Background: an optimization exercise with open tools, aiming at small area and a short achievable clock period. Do not read the settings as production practice.
Where RTL was checked, it was by simulation tests only, not by an equivalence proof against the original.
Power figures rest on the tool's default switching activity, not on a simulated workload.

==> inputs of harbor <==
==> flow/design.v <==
module esm_instr_window #(
    parameter int bs = 16,
    parameter int IW = 32
) (
    input  logic                   clk,
    input  logic                   rst,
    input  logic                   in_valid,
    output logic                   in_ready,
    input  logic [IW-1:0]          in_instr,
    input  logic                   issue_req,
    input  logic [$clog2(bs)-1:0]  issue_index,
    output logic [0:bs-1]          independent_instr,
    output logic                   out_valid,
    output logic [IW-1:0]          out_instr,
    output logic [$clog2(bs)-1:0]  out_index,
    output logic                   issue_err,
    output logic [$clog2(bs):0]    occupancy
);
    localparam int          IDXW = $clog2(bs);
    localparam int          OCW  = IDXW + 1;
    localparam int unsigned BSU  = bs;
    logic [bs-1:0]   valid;
    logic [IW-1:0]   instr [bs];
    logic [bs-1:0]   blk   [bs];
    logic [0:bs-1]   ind;
    logic [bs-1:0]   conf;
    logic [bs-1:0]   iss;
    logic [bs-1:0]   first_free;
    logic            do_ins;
    logic            accept;
    logic [OCW-1:0]  occ_inc;
    logic [OCW-1:0]  occ_dec;
    function automatic logic hazard(
        input logic [4:0] rd_o, input logic [4:0] rs1_o, input logic [4:0] rs2_o,
        input logic [4:0] rd_y, input logic [4:0] rs1_y, input logic [4:0] rs2_y
    );
        logic raw, waw, war;
        raw = (rd_o != 5'd0) && ((rd_o == rs1_y) || (rd_o == rs2_y));
        waw = (rd_y != 5'd0) && (rd_y == rd_o);
        war = (rd_y != 5'd0) && ((rd_y == rs1_o) || (rd_y == rs2_o));
        hazard = raw | waw | war;
    endfunction
    always_comb begin
        for (int unsigned j = 0; j < BSU; j++)
            conf[j] = valid[j] &
                      hazard(instr[j][11:7], instr[j][19:15], instr[j][24:20],
                             in_instr[11:7], in_instr[19:15], in_instr[24:20]);
    end
    always_comb begin
        for (int unsigned i = 0; i < BSU; i++) begin
            ind[i] = valid[i];
            for (int unsigned j = 0; j < BSU; j++)
                if (i != j && blk[i][j]) ind[i] = 1'b0;
        end
    end
    always_comb begin
        logic seen;
        seen = 1'b0;
        for (int unsigned k = 0; k < BSU; k++) begin
            first_free[k] = !valid[k] && !seen;
            if (!valid[k]) seen = 1'b1;
        end
    end
    assign in_ready = ~rst & ~occupancy[OCW-1];
    assign do_ins   = in_valid & in_ready;
    always_comb begin
        for (int unsigned j = 0; j < BSU; j++)
            iss[j] = issue_req && ind[j] && (issue_index == IDXW'(j));
    end
    assign accept   = |iss;
    assign occ_inc  = occupancy + OCW'(1);
    assign occ_dec  = occupancy - OCW'(1);
    always_ff @(posedge clk) begin
        for (int unsigned i = 0; i < BSU; i++) begin
            if (!valid[i]) instr[i] <= in_instr;
            for (int unsigned j = 0; j < BSU; j++)
                if (i != j)
                    blk[i][j] <= (valid[i] ? blk[i][j] : conf[j]) & ~iss[j];
        end
        if (rst) begin
            valid             <= '0;
            independent_instr <= '0;
            out_valid         <= 1'b0;
            out_instr         <= '0;
            out_index         <= '0;
            issue_err         <= 1'b0;
            occupancy         <= '0;
        end else begin
            independent_instr <= ind;
            out_valid         <= accept;
            issue_err         <= issue_req & ~accept;
            valid             <= (valid & ~iss) | (do_ins ? first_free : '0);
            if (accept) begin
                out_instr <= instr[issue_index];
                out_index <= issue_index;
            end
            if (accept)
                occupancy <= do_ins ? occupancy : occ_dec;
            else
                occupancy <= do_ins ? occ_inc : occupancy;
        end
    end
endmodule
==> flow/run.sh <==
#!/bin/bash
# synth_recipe.tcl (not shown) runs the flow's synth.tcl, then flattens the netlist and writes it again
# the make line also repeats each setting of config.mk as NAME=value (left out here)
make -C /OpenROAD-flow-scripts/flow DESIGN_CONFIG=/design/flow/config.mk WORK_HOME=/design/flow/orfs CLKGATE_MAP_FILE= SYNTH_SCRIPT=/design/flow/synth_recipe.tcl finish
==> flow/config.mk <==
export PLATFORM = sky130hd
export DESIGN_NAME = esm_instr_window
export DESIGN_NICKNAME = esm_instr_window
export VERILOG_FILES = /design/flow/design.v
export SDC_FILE = /design/flow/constraint.sdc
export NUM_CORES = 4
export LEC_CHECK = 0
export CAP_MARGIN = 20
export CORE_MARGIN = 2
export CORE_UTILIZATION = 30
export PLACE_DENSITY = 0.5
export SETUP_SLACK_MARGIN = 3.0
export SLEW_MARGIN = 20
==> flow/constraint.sdc <==
create_clock -name core_clock -period 7.5 [get_ports {clk}]
set_input_delay 1.5000 -clock core_clock [delete_from_list [all_inputs] [get_ports {clk}]]
set_output_delay 1.5000 -clock core_clock [all_outputs]
set_load 0.01 [all_outputs]
==> ember: changes against harbor <==
--- a/flow/design.v
+++ b/flow/design.v
@@ -94,10 +94,9 @@
                 out_instr <= instr[issue_index];
                 out_index <= issue_index;
             end
-            if (accept)
-                occupancy <= do_ins ? occupancy : occ_dec;
-            else
-                occupancy <= do_ins ? occ_inc : occupancy;
+            occupancy <= ({OCW{do_ins & ~accept}} & occ_inc) |
+                         ({OCW{accept & ~do_ins}} & occ_dec) |
+                         ({OCW{do_ins ~^ accept}} & occupancy);
         end
     end
 endmodule
==> flow/flow/run.sh (new file) <==
#!/bin/bash
# Standard layout, with plain buf_1 cells as the port buffers instead of the
# delay cells buffer_ports picks by default.
set -e
echo 'export BUFFER_PORTS_ARGS = -buffer_cell sky130_fd_sc_hd__buf_1' >> config.mk
bash standard.sh > standard.log 2>&1
==> flow/standard.sh (new file) <==
#!/bin/bash
# synth_recipe.tcl (not shown) runs the flow's synth.tcl, then flattens the netlist and writes it again
# the make line also repeats each setting of config.mk as NAME=value (left out here)
make -C /OpenROAD-flow-scripts/flow DESIGN_CONFIG=/design/flow/config.mk WORK_HOME=/design/flow/orfs CLKGATE_MAP_FILE= SYNTH_SCRIPT=/design/flow/synth_recipe.tcl "${@:-finish}"
BUFFER_PORTS_ARGS = -buffer_cell sky130_fd_sc_hd__buf_1   (was not set)
CORE_UTILIZATION = 45   (was 30)
CTS_CLUSTER_DIAMETER = 100   (was not set)
CTS_CLUSTER_SIZE = 20   (was not set)
PLACE_DENSITY = 0.6   (was 0.5)
SETUP_SLACK_MARGIN = 4.3   (was 3.0)
removed: flow/run.sh
==> comparison table <==
item                                                                                  harbor          ember
Outcome                                                             timing/DRC/antenna clean  timing/DRC/antenna clean
Mux contribution to synthesized area                                                      0%         3.275%
Vias                                                                                  24.54k         27.64k
Basic-gate share of the synthesized area counting and, or, nand and nor cells         10.24%         10.97%
Endpoint of the worst hold-timing path                                         out_instr[31]  out_instr[15]
Comb group                                                                            607 uW         919 uW
R2r setup slk                                                                        3780 ps        4330 ps
Met1 Wirelength                                                                     54.32 mm       54.43 mm
Starting Density                                                                      30.25%         45.56%
Diode count                                                                                1              0
Netlist Area Pre-Place                                                             34580 um2      36760 um2
Reg2Reg Capture Point                                                           occupancy[4]   occupancy[4]
Maximum fanout count along the critical path                                              18              2
Site row count                                                                           124            104
Multi-input gate area                                                              11780 um2      14290 um2
Post-Synth Adder-Cell Area                                                           0.1664%        0.1362%
Share of total power in combinational logic                                             6.0%          10.4%
Share of synthesized area occupied by flip-flops and latches                          62.69%         58.98%
Horizontal die dimension                                                            343.5 um       289.8 um
Number of distinct library cells after synthesis                                          51             86
Area of all placed cells without fillers                                           40040 um2      41000 um2
Nets in the synthesized netlist                                                         2981           3138
Function not checked in harbor: the RTL went through the layout flow alone.

[what the ideal ports hide]
How much do the figures lean on ideal ports? The routed layouts below were timed once more, with nothing changed but the port constraints.
Step 1, drivers: a clkbuf_16 drives clk and a buf_2 each remaining input, both assumed.
Step 2 times the ports against the registers' clock, not the clock port: input delays grow and output delays shrink by t, the midpoint of the rising clock arrivals with the driver on.
a / b / c = no drivers / after step 1 / after step 2; a / b = the first two.
run	t, ns	setup WS [ns]	worst hold slack (ns)	worst register clock-pin slew, ns
harbor	0.725	3.187 / 3.236 / 2.511	0.452 / 0.452 / 0.452	0.07 / 0.07
ember	0.690	4.020 / 3.980 / 3.403	0.471 / 0.471 / 0.471	0.10 / 0.10
After both steps every run listed still meets setup and hold. The setup slack of harbor, which loses most, moves by +0.049 ns with the drivers and by -0.676 ns with both steps.
